Background: an optimization exercise with open tools, aiming at small area, a short achievable clock period and few clock cycles. Do not read the settings as production practice.
The RTL was checked by simulation tests, not by an equivalence proof against the original design.

==> module cmd_executor, before the edit <==
module cmd_executor #(
	parameter int K = 16,
	parameter int KW = 4,
	parameter int RW = 4,
	parameter int FIFO_DEPTH = 8,
	parameter int FIFO_ADDR_WIDTH = 3
) (
	input logic clk,
	input logic reset,
	input logic [25:0] head,
	input logic [FIFO_ADDR_WIDTH:0] count,
	input logic push,
	output logic pop,
	input logic win_req,
	input logic win_we,
	input logic [7:0] win_addr,
	input logic [15:0] win_data,
	output logic win_ack,
	output logic win_rvalid,
	output logic [15:0] win_rdata,
	output logic cmd_done,
	output logic cmd_bad,
	output logic idle_next,
	output logic empty_next,
	output logic full_next,
	output logic almost_full_next,
	output logic room_next,
	output logic [K*RW-1:0] rd_row,
	input logic [K*16-1:0] rd_data,
	output logic [K-1:0] we,
	output logic [K*RW-1:0] wr_row,
	output logic [K*16-1:0] wr_data
);
localparam logic [1:0] C_COPY = 2'd0;
localparam logic [1:0] C_WR = 2'd1;
localparam logic [1:0] C_RD = 2'd2;
localparam logic [1:0] C_NOP = 2'd3;
logic c_valid;
logic [1:0] c_kind;
logic c_cnt_done;
logic c_cnt_bad;
logic [7:0] c_src;
logic [7:0] c_dst;
logic [5:0] c_rem;
logic [8:0] c_p;
logic [15:0] c_data;
logic b_valid;
logic b_rd;
logic [7:0] b_dst;
logic [K-1:0] b_mask;
logic [KW-1:0] b_rot;
logic [K*16-1:0] rd_q;
logic [KW:0] lim;
logic [KW:0] n;
logic hz;
logic stall;
logic issue;
logic last;
logic free;
logic wload;
logic [1:0] h_op;
logic [7:0] h_dst;
logic [7:0] h_src;
logic [5:0] h_len;
logic [7:0] h_p;
assign h_op = head[25:24];
assign h_dst = head[23:16];
assign h_src = head[15:8];
assign h_len = head[7:2];
assign h_p = h_dst - h_src;
assign lim = (c_p < K) ? c_p[KW:0] : (KW+1)'(K);
assign n = ({1'b0, c_rem} < 7'(lim)) ? c_rem[KW:0] : lim;
logic hz_q;
logic [KW:0] n_w;
logic [7:0] d_hs;
logic [7:0] d_sh;
assign n_w = (c_kind == C_WR) ? (KW+1)'(1) : n;
assign d_hs = h_src - c_dst;
assign d_sh = c_dst - h_src;
always_comb begin
	hz = 1'b0;
	if (issue && (c_kind == C_COPY || c_kind == C_WR)) begin
		if (!last)
			hz = (c_p < K) || (c_p < 9'(n) + K);
		else
			hz = (d_hs < 8'(n_w)) || (d_sh[7:KW] == '0);
	end
end
always_ff @(posedge clk) begin
	if (reset)
		hz_q <= 1'b0;
	else
		hz_q <= hz;
end
assign stall = c_valid && (c_kind == C_COPY) && hz_q;
assign issue = c_valid && !stall;
assign last = issue && ((c_kind != C_COPY) || ({1'b0, c_rem} <= 7'(lim)));
assign free = !c_valid || last;
assign pop = free && (count != 0);
assign wload = !c_valid && !b_valid && (count == 0) && win_req;
assign win_ack = wload;
assign cmd_done = last && c_cnt_done;
assign cmd_bad = last && c_cnt_bad;
assign idle_next = (count == 0) && !push && (!c_valid || c_kind == C_NOP);
assign empty_next = (count == 0);
assign full_next = (count == FIFO_DEPTH);
assign almost_full_next = (count >= FIFO_DEPTH - 1);
assign room_next = (count < FIFO_DEPTH) || pop;
always_ff @(posedge clk) begin
	if (reset) begin
		c_valid <= 1'b0;
	end else if (issue && !last) begin
		c_rem <= c_rem - n;
		c_dst <= c_dst + n;
		if (c_p < K)
			c_p <= {c_p[7:0], 1'b0};
		else
			c_src <= c_src + n;
	end else if (free) begin
		c_valid <= pop || wload;
		if (pop) begin
			c_dst <= h_dst;
			c_src <= h_src;
			c_rem <= h_len;
			c_data <= head[15:0];
			c_p <= (h_p == 0) ? 9'd256 : {1'b0, h_p};
			c_cnt_done <= (h_op == cmdq_cmd_pkg::OP_STORE) || (h_op == cmdq_cmd_pkg::OP_COPY);
			c_cnt_bad <= !((h_op == cmdq_cmd_pkg::OP_STORE) || (h_op == cmdq_cmd_pkg::OP_COPY));
			if (h_op == cmdq_cmd_pkg::OP_STORE)
				c_kind <= C_WR;
			else if (h_op == cmdq_cmd_pkg::OP_COPY && h_len != 0)
				c_kind <= C_COPY;
			else
				c_kind <= C_NOP;
		end else begin
			c_dst <= win_addr;
			c_src <= win_addr;
			c_data <= win_data;
			c_cnt_done <= 1'b0;
			c_cnt_bad <= 1'b0;
			c_kind <= win_we ? C_WR : C_RD;
		end
	end
end
for (genvar b = 0; b < K; b++) begin : rd
	assign rd_row[b*RW +: RW] = c_src[7:KW] + RW'(KW'(b) < c_src[KW-1:0]);
end
always_ff @(posedge clk) begin
	rd_q <= rd_data;
	if (c_kind == C_WR)
		rd_q[15:0] <= c_data;
	b_dst <= c_dst;
	if (c_kind == C_WR)
		b_rot <= c_dst[KW-1:0];
	else if (c_kind == C_RD)
		b_rot <= -c_src[KW-1:0];
	else
		b_rot <= c_dst[KW-1:0] - c_src[KW-1:0];
	for (int b = 0; b < K; b++)
		b_mask[b] <= (KW'(KW'(b) - c_dst[KW-1:0]) < ((c_kind == C_WR) ? (KW+1)'(1) : n));
end
always_ff @(posedge clk) begin
	if (reset) begin
		b_valid <= 1'b0;
		b_rd <= 1'b0;
	end else begin
		b_valid <= issue && (c_kind == C_COPY || c_kind == C_WR);
		b_rd <= issue && (c_kind == C_RD);
	end
end
logic [K*16-1:0] rot [KW+1];
assign rot[0] = rd_q;
for (genvar s = 0; s < KW; s++) begin : rs
	for (genvar b = 0; b < K; b++) begin : rb
		assign rot[s+1][b*16 +: 16] = b_rot[s] ? rot[s][((b + K - (1 << s)) % K)*16 +: 16] :
			rot[s][b*16 +: 16];
	end
end
for (genvar b = 0; b < K; b++) begin : wr
	assign we[b] = b_valid && b_mask[b];
	assign wr_row[b*RW +: RW] = b_dst[7:KW] + RW'(KW'(b) < b_dst[KW-1:0]);
end
assign wr_data = rot[KW];
assign win_rvalid = b_rd;
assign win_rdata = rot[KW][15:0];
endmodule
==> flow/config.mk <==
export PLATFORM = sky130hd
export DESIGN_NAME = cmdq_top
export DESIGN_NICKNAME = cmdq_top
export VERILOG_FILES = /design/flow/design.v
export SDC_FILE = /design/flow/constraint.sdc
export NUM_CORES = 4
export LEC_CHECK = 0
export CAP_MARGIN = 20
export CELL_PAD_IN_SITES_DETAIL_PLACEMENT = 1
export CELL_PAD_IN_SITES_GLOBAL_PLACEMENT = 2
export CORE_MARGIN = 2
export CORE_UTILIZATION = 35
export SLEW_MARGIN = 20
export SYNTH_MEMORY_MAX_BITS = 8192
==> flow/constraint.sdc <==
create_clock -name core_clock -period 8.0 [get_ports {clk}]
set_input_delay 1.6000 -clock core_clock [delete_from_list [all_inputs] [get_ports {clk}]]
set_output_delay 1.6000 -clock core_clock [all_outputs]
set_load 0.01 [all_outputs]
run.sh (not shown) runs the stock make flow with config.mk's settings and CLKGATE_MAP_FILE= SYNTH_SCRIPT=/design/flow/synth_recipe.tcl, a recipe that flattens the netlist after the stock synthesis.
The starting point completed with no timing, DRC or antenna violations.
Testbench counts at the start, summed over its fixed seeds: cycles 1,361.
Next try:
--- a/flow/design.v
+++ b/flow/design.v
@@ -323,4 +323,5 @@
 logic b_rd;
 logic [7:0] b_dst;
+logic [KW:0] b_n;
 logic [K-1:0] b_mask;
 logic [KW-1:0] b_rot;
@@ -328,4 +329,6 @@
 logic [KW:0] lim;
 logic [KW:0] n;
+logic [7:0] d_sb;
+logic [7:0] d_bs;
 logic hz;
 logic stall;
@@ -334,4 +337,5 @@
 logic free;
 logic wload;
+logic [FIFO_ADDR_WIDTH:0] count_next;
 logic [1:0] h_op;
 logic [7:0] h_dst;
@@ -346,27 +350,8 @@
 assign lim = (c_p < K) ? c_p[KW:0] : (KW+1)'(K);
 assign n = ({1'b0, c_rem} < 7'(lim)) ? c_rem[KW:0] : lim;
-logic hz_q;
-logic [KW:0] n_w;
-logic [7:0] d_hs;
-logic [7:0] d_sh;
-assign n_w = (c_kind == C_WR) ? (KW+1)'(1) : n;
-assign d_hs = h_src - c_dst;
-assign d_sh = c_dst - h_src;
-always_comb begin
-	hz = 1'b0;
-	if (issue && (c_kind == C_COPY || c_kind == C_WR)) begin
-		if (!last)
-			hz = (c_p < K) || (c_p < 9'(n) + K);
-		else
-			hz = (d_hs < 8'(n_w)) || (d_sh[7:KW] == '0);
-	end
-end
-always_ff @(posedge clk) begin
-	if (reset)
-		hz_q <= 1'b0;
-	else
-		hz_q <= hz;
-end
-assign stall = c_valid && (c_kind == C_COPY) && hz_q;
+assign d_sb = c_src - b_dst;
+assign d_bs = b_dst - c_src;
+assign hz = b_valid && ((d_sb < 8'(b_n)) || (d_bs[7:KW] == '0));
+assign stall = c_valid && (c_kind == C_COPY) && hz;
 assign issue = c_valid && !stall;
 assign last = issue && ((c_kind != C_COPY) || ({1'b0, c_rem} <= 7'(lim)));
@@ -377,8 +362,10 @@
 assign cmd_done = last && c_cnt_done;
 assign cmd_bad = last && c_cnt_bad;
-assign idle_next = (count == 0) && !push && (!c_valid || c_kind == C_NOP);
-assign empty_next = (count == 0);
-assign full_next = (count == FIFO_DEPTH);
-assign almost_full_next = (count >= FIFO_DEPTH - 1);
+assign count_next = count + push - pop;
+assign idle_next = (count_next == 0) && !((c_valid && !last) || pop) &&
+	!(issue && (c_kind == C_COPY || c_kind == C_WR));
+assign empty_next = (count_next == 0);
+assign full_next = (count_next == FIFO_DEPTH);
+assign almost_full_next = (count_next >= FIFO_DEPTH - 1);
 assign room_next = (count < FIFO_DEPTH) || pop;
 always_ff @(posedge clk) begin
@@ -426,10 +413,14 @@
 		rd_q[15:0] <= c_data;
 	b_dst <= c_dst;
-	if (c_kind == C_WR)
+	if (c_kind == C_WR) begin
+		b_n <= 1;
 		b_rot <= c_dst[KW-1:0];
-	else if (c_kind == C_RD)
+	end else if (c_kind == C_RD) begin
+		b_n <= n;
 		b_rot <= -c_src[KW-1:0];
-	else
+	end else begin
+		b_n <= n;
 		b_rot <= c_dst[KW-1:0] - c_src[KW-1:0];
+	end
 	for (int b = 0; b < K; b++)
 		b_mask[b] <= (KW'(KW'(b) - c_dst[KW-1:0]) < ((c_kind == C_WR) ? (KW+1)'(1) : n));
What happened: Worst setup slack is worse by 180 ps. Critical path depth came out higher by 9. Cell count hardly moves. Fmax came out lower by about 3%. Via count hardly moves. Die area stays flat. Non-clock buffer count came out higher by 46. Clock-buffer cell count came out lower by 14. Final area barely changes.
Testbench counts after the change, summed over its fixed seeds: cycles 1,361.

re-timing with driven ports:
No port has a modelled driver above. Below, the same layouts with a new extraction and two added sets of constraints.
Step 1 assumes that a clkbuf_16 drives the clock port and a buf_2 every other input.
Step 2 times the ports against the registers' clock, not the clock port: input delays grow and output delays shrink by t, the midpoint of the rising clock arrivals with the driver on.
a / b / c = ideal ports / drivers / drivers and shift; a / b = the first two.
run	shift t [ns]	setup slack, ns	worst hold slack (ns)	worst setup path at the end
the first run	1.225	2.253 / 2.253 / 2.253	0.464 / 0.464 / 0.464	register to register
the second run	1.210	2.069 / 2.069 / 2.069	0.463 / 0.463 / 0.463	register to register
After both steps setup and hold are still met in every run listed.
